Source: an optimization exercise on an open RTL-to-GDS flow (aim: small area and a short achievable clock period). Production flows keep margins and buffers that such runs may drop.
At most, simulation tests tie the RTL to the original design; equivalence was not proved.
Function not checked in run 2: the RTL went through the layout flow alone.

==> flow/design.v, too long to show whole: its modules and the start of the top module <==
// module mul_pipe: 2216 lines
// module mul_pipe_fa: 10 lines
// module mul_pipe_ha: 9 lines
// module mul_pipe_sel: 11 lines
module mul_pipe #(
    parameter int unsigned XLEN    = 32,
    parameter int unsigned LATENCY = 3,
    parameter int unsigned TAG_W   = 5
) (
    input  logic             clk,
    input  logic             rst_n,
    input  logic             in_valid,
    output logic             in_ready,
    input  logic [XLEN-1:0]  a,
    input  logic [XLEN-1:0]  b,
    input  logic [2:0]       mulop,
    input  logic [TAG_W-1:0] in_tag,
    input  logic             flush,
    output logic             out_valid,
    input  logic             out_ready,
    output logic [XLEN-1:0]  f,
    output logic [TAG_W-1:0] out_tag
);
  // ...
==> flow/flow/run.sh <==
#!/bin/bash
# The standard layout, with timing repair aimed further below the clock period and
# the smallest port buffers (repair sizes up the ones on critical paths).
set -euo pipefail
bash standard.sh SETUP_SLACK_MARGIN=6.22 "BUFFER_PORTS_ARGS=-buffer_cell sky130_fd_sc_hd__buf_1" "CTS_ARGS=-sink_clustering_enable -repair_clock_nets -sink_clustering_size 30 -sink_clustering_max_diameter 100 -dont_use_dummy_load" finish > standard.log 2>&1
==> flow/standard.sh <==
#!/bin/bash
# synth_recipe.tcl (not shown) runs the flow's synth.tcl, then flattens the netlist and writes it again
# the make line also repeats each setting of config.mk as NAME=value (left out here)
make -C /OpenROAD-flow-scripts/flow DESIGN_CONFIG=/design/flow/config.mk WORK_HOME=/design/flow/orfs CLKGATE_MAP_FILE= SYNTH_SCRIPT=/design/flow/synth_recipe.tcl "${@:-finish}"
==> flow/config.mk <==
export PLATFORM = sky130hd
export DESIGN_NAME = mul_pipe
export DESIGN_NICKNAME = mul_pipe
export VERILOG_FILES = /design/flow/design.v
export SDC_FILE = /design/flow/constraint.sdc
export NUM_CORES = 4
export LEC_CHECK = 0
export ABC_AREA = 1
export CAP_MARGIN = 20
export CORE_MARGIN = 2
export CORE_UTILIZATION = 40
export SETUP_SLACK_MARGIN = 5
export SLEW_MARGIN = 20
export SYNTH_HIERARCHICAL = 1
==> flow/constraint.sdc <==
create_clock -name core_clock -period 11.0 [get_ports {clk}]
set_input_delay 2.2000 -clock core_clock [delete_from_list [all_inputs] [get_ports {clk}]]
set_output_delay 2.2000 -clock core_clock [all_outputs]
set_load 0.01 [all_outputs]
==> out/qor.yml, run 1 <==
finClkSkew_ns: 0.0624
stdcell_area_mm2: 0.0302
io_pins: 116
drc: 0
regArea_mm2: 0.00517
ant_nets: 0
post-place-ws_ns: 5.87
nClkBuffers: 14
yosysMostFrequentCell: "xor2_1"
drt-pass1-iter-count: 5
n_sequential_cell: 207
cp.depth: 4
highest_layer: "met5"
grt_pass1_wl_um: 147000
status: "timing/DRC/antenna clean"
setup_ws_ns: 6.24
nets: 3461
final_cell_mix: "xor2_1 (559), o22ai_1 (512), fa_1 (487)"
muxShareOfSynthArea_pct: 0
critPathTopFamily: "buffers and inverters"
synth_xor_area_share_pct: 17.9
cp_cell_sequence: "buf_6 -> nor2_4 -> nor2_4 -> buf_6"
yosys.area_share.simple_pct: 6.74
tns_ns: 0
==> run 2: changes to the inputs <==
--- a/flow/design.v
+++ b/flow/design.v
@@ -2187,30 +2187,39 @@
             if (r2_v) begin
                 r3_f   <= w_f;
                 r3_tag <= r2_tag;
             end
         end
     end
     always_ff @(posedge clk) begin
         if (!w_stall) begin
-            r1_a_n   <= ~a;
-            r1_neg   <= w_neg;
-            r1_one_n <= ~w_one;
-            r1_two_n <= ~w_two;
-            r1_ea_n  <= !(a[31] && (mulop != 3'd3));
-            r1_d16_n <= !(b[31] && !mulop[2] && mulop[1]);
             r1_hi  <= (mulop != 3'd0);
             r1_tag <= in_tag;
             r2_sg  <= w_sg;
             r2_sp  <= w_sp;
             r2_hi  <= r1_hi;
             r2_tag <= r1_tag;
         end
     end
+    wire [81:0] w_r1d, w_r1q;
+    assign w_r1q = {r1_a_n, r1_neg, r1_one_n, r1_two_n, r1_ea_n, r1_d16_n};
+    for (genvar k = 0; k < 82; k++) begin : g_r1
+        mul_pipe_hold u_h (.hold(w_stall), .take(!w_stall), .q(w_r1q[k]),
+                           .d((k >= 50) ? ~a[k-50] :
+                              (k >= 34) ? w_neg[k-34] :
+                              (k >= 18) ? ~w_one[k-18] :
+                              (k >= 2)  ? ~w_two[k-2] :
+                              (k == 1)  ? !(a[31] && (mulop != 3'd3)) :
+                                          !(b[31] && !mulop[2] && mulop[1])),
+                           .y(w_r1d[k]));
+    end
+    always_ff @(posedge clk) begin
+        {r1_a_n, r1_neg, r1_one_n, r1_two_n, r1_ea_n, r1_d16_n} <= w_r1d;
+    end
     always_ff @(posedge clk) begin
         r2_x <= w_xd;
         r2_y <= w_yd;
     end
     assign out_valid = r3_v;
     assign f         = r3_f;
     assign out_tag   = r3_tag;
 endmodule
@@ -2239,8 +2248,17 @@
     input  logic sh,
     input  logic dh,
     input  logic sl,
     input  logic dl,
     output logic d
 );
     assign d = (hold & q) | (sh & dh) | (sl & dl);
 endmodule
+module mul_pipe_hold (
+    input  logic hold,
+    input  logic take,
+    input  logic q,
+    input  logic d,
+    output logic y
+);
+    assign y = (hold & q) | (take & d);
+endmodule
==> out/qor.yml, run 2 <==
worstPathRequired_ns: 8.80  # about the same
die_area_mm2: 0.0741  # was 0.0739 mm²
antenna_cells: 0  # unchanged
yosysMostFrequentCell: "xor2_1"  # unchanged
timing.fmax_mhz: 210  # about the same
yosys_warnings: 7  # unchanged
tns_ns: 0  # unchanged
port_buffers: 115  # unchanged
avgSynthCellArea_um2: 9.07  # was 9.79 µm²
cts_buffers: 16  # was 14
finalSetupViolations: 0  # unchanged
syn_area_mm2: 0.0288  # was 0.0287 mm²
drt-pass1-iter-count: 6  # was 5
grt-ovfl-total: 0  # unchanged
hpwlAfterDp_um: 65000  # was 63,300 µm
critical_path_class: "in2out"  # unchanged
synth_top_area_share_pct: 33.9  # was 34.0%
stdcell_area_mm2: 0.0304  # was 0.0302 mm²
ant_nets: 0  # unchanged
async_flop_share_pct: 0  # unchanged
drt_iter0_markers: 2390  # was 2,571
netlist_top_cells_count: "xor2_1 (559), nand2_1 (556), o22ai_1 (513)"  # was xor2_1 (559), o22ai_1 (513), fa_1 (488)
antenna_found_initial: 0  # was 2
io_pins: 116  # unchanged
final_cell_mix: "xor2_1 (559), nand2_1 (556), o22ai_1 (512)"  # was xor2_1 (559), o22ai_1 (512), fa_1 (487)
finClkSkew_ns: 0.0532  # was 0.0624 ns
slew_violations: 0  # unchanged
root_buffer: "clkbuf_16"  # unchanged
drc: 0  # unchanged
cp_cell_sequence: "buf_6 -> nor2_4 -> nor2_4 -> buf_6"  # unchanged
critPathMaxFanout: 2  # unchanged
nets: 3702  # was 3,461
slew_headroom_pct: 32.0  # was 40.2%
status: "timing/DRC/antenna clean"  # unchanged
hp-class: "reg2reg"  # unchanged
synth_edf_count: 21  # was 103
fin_crit_sh_pct: 43.3  # about the same
fp.dieW_um: 272  # about the same
cts_sinks: 207  # unchanged
gp_congestion: 0.915  # was 0.926
fin_crit_ns: 4.77  # was 4.76 ns
num_vias: 23640  # was 23,206
grt_max_degree: 66  # was 65
synthCells: 3173  # was 2,930
synth-seq-area-share_pct: 15.1  # was 18.0%
grt_pass1_vias: 24563  # was 24,765
synth_area_leaders: "fa_1 (34%), xor2_1 (17%), dfxtp_1 (13%), o22ai_1 (11%), nand2_1 (7.3%)"  # was fa_1 (34%), xor2_1 (17%), o22ai_1 (11%), edfxtp_1 (11%), dfxtp_1 (7.3%)
crit_path_start_kind: "input pin"  # unchanged
critical_path.max_stage_delay_ns: 0.12  # about the same
die_y_um: 272  # about the same
worst_path_max_delay_cell: "buf_6"  # unchanged
synth_ff_type: "dfxtp_1"  # unchanged
cts_tree: "yes"  # unchanged
ys_ff_latch: 207  # unchanged
clk_pin_slew_worst_paths_ns: 0.11  # about the same
synth_top_cell_by_area: "fa_1"  # unchanged
tightest_slew_ns: 1.02  # was 0.897 ns
core-area_mm2: 0.0714  # was 0.0712 mm²
maxCapViolations: 0  # unchanged
start_util_pct: 40.3  # about the same
rows: 98  # unchanged
clk_latency_ns: 0.55  # about the same
drive_above_1_share_pct: 5.07  # was 4.72%
syn_nets: 3815  # was 3,572
hold_violations: 0  # unchanged
yosys.cell_types.count: 41  # unchanged
arrival_ns: 2.57  # was 2.56 ns
rsz0062_at_grt: "yes"  # unchanged
grt_pass1_wl_um: 153000  # was 147,000 µm
final_common_cell: "xor2_1"  # unchanged
area_growth_syn_to_layout_pct: 5.59  # was 5.12%
critPathCaptureType: "output port"  # unchanged
critPathTopFamily: "buffers and inverters"  # unchanged
routed_wl_um: 99400  # was 97,100 µm
clockBufferDepth: 3  # unchanged
placed_area_mm2: 0.0298  # was 0.0297 mm²
wire_per_inst_um: 24.8  # was 25.8 µm
routed_via_density: 5.90  # was 6.16
worst-path-buf-inv: 2  # unchanged
htreeDepth: 1  # unchanged
track_usage_pct: 27.0  # was 25.9%
-- run 2: cell count changes in the layout (fill, tap and decap cells not counted), moves of 11 or more --
cell | previous run | this run
buf_4 | 66 | 55
edfxtp_1 | 103 | 21
dfxtp_2 | 0 | 17
dfxtp_1 | 104 | 166
nand2_1 | 310 | 556
-- run 2: final timing paths --
| check | from | endpoint | slack (ns) | cells past startpoint |
|---|---|---|---|---|
| worst max-delay path | out_ready | in_ready | 6.23 | 4 |
| worst min-delay path | r1_tag[1] | r2_tag[1] | 0.43 | 0 |
| worst max register to register | r1_one_n[10] | r2_y[5] | 6.31 | 10 |
| worst min register to register | r1_tag[1] | r2_tag[1] | 0.43 | 0 |
-- run 2: timing repair --
item                                    in CTS  in global routing
endpoints found under the setup margin       2                 14
hold buffers                                 0                  0
gates resized for setup                     11                 53
pin swaps                                    2                  1
setup buffers                                2                  0
-- run 2: cells by family (layout without fill, tap and decap cells) --
logic type,Yosys count,after routing,share of synthesized area (%)
AO/OA/AOI/OAI,635,635,13.5
XOR/XNOR,587,587,17.9
buffers and inverters,452,337,6.17
flip-flops,207,207,15.1
other,1,1,0.0130
AND/OR/NAND/NOR,726,726,10.0
adder cells (fa/ha/maj),565,565,37.3
-- run 2: layout make-up --
type	count	area, µm²
well taps	950	1190
clock buffers	16	400
fillers	7051	41000
inverters	118	445
multi-input cells	2514	22700
repair buffers	203	1280
flip-flops and latches	207	4390
-- run 2: worst register-to-register path, stage by stage (launching register included) --
cell     delay (ns)
dfxtp_2        1.00
o22ai_1        0.18
xor2_1         0.21
fa_1           0.51
fa_1           0.47
fa_1           0.48
fa_1           0.53
fa_1           0.49
fa_1           0.55
nand2_1        0.07
nand3_1        0.12
-- run 2: metal layers --
metal	up-vias	wire [µm]	track usage, %
met1	11648	39200	34.9
met2	1441	43600	42.3
met5	-	0	0
met3	282	10300	6.02
li1	10269	-	-
met4	0	6180	14.1
-- run 2: Yosys stat by module (local to each module, per instance) --
module | copies in the design | cells
mul_pipe | 1 | 2161
mul_pipe_fa | 471 | 1
mul_pipe_ha | 39 | 1
mul_pipe_hold | 82 | 3
mul_pipe_sel | 64 | 4
-- run 2: stage by stage --
| step | util (%) | std cells | hold WS (ns) | worst slack, ns |
|---|---|---|---|---|
| 2_1_floorplan | - | 3173 | 0.400 | 4.77 |
| 3_3_place_gp | 41.7 | 3990 | 0.401 | 6.07 |
| 3_5_place_dp | 41.7 | 3990 | 0.407 | 6.10 |
| 4_1_cts | 42.3 | 4008 | 0.437 | 6.22 |
| 5_1_grt | 42.6 | 4008 | 0.449 | 6.18 |
| 6_report | 42.6 | 4008 | 0.433 | 6.23 |

-- separate check: timing with driven ports --
No port has a modelled driver above. Below, the same layouts with a new extraction and two added sets of constraints. Step 1 (the two cells are an assumption about what drives the block):
set clk [get_ports {clk}]
set_driving_cell -lib_cell sky130_fd_sc_hd__clkbuf_16 $clk
set_driving_cell -lib_cell sky130_fd_sc_hd__buf_2 [delete_from_list [all_inputs] $clk]
Step 2 times the ports against the registers' clock, not the clock port: input delays grow and output delays shrink by t, the midpoint of the rising clock arrivals with the driver on. a / b / c = no drivers / after step 1 / after step 2; a / b = the first two.
| run | t (ns) | setup slack, ns | clock arrival spread, ns |
|---|---|---|---|
| run 1 | 0.579 | 6.237 / 6.202 / 6.202 | 0.063 / 0.063 |
| run 2 | 0.591 | 6.235 / 6.204 / 6.204 | 0.053 / 0.053 |
After both steps setup and hold are still met in every run listed. For run 1, which loses most, drivers alone change the setup slack by -0.035 ns; drivers and shift together by -0.035 ns.
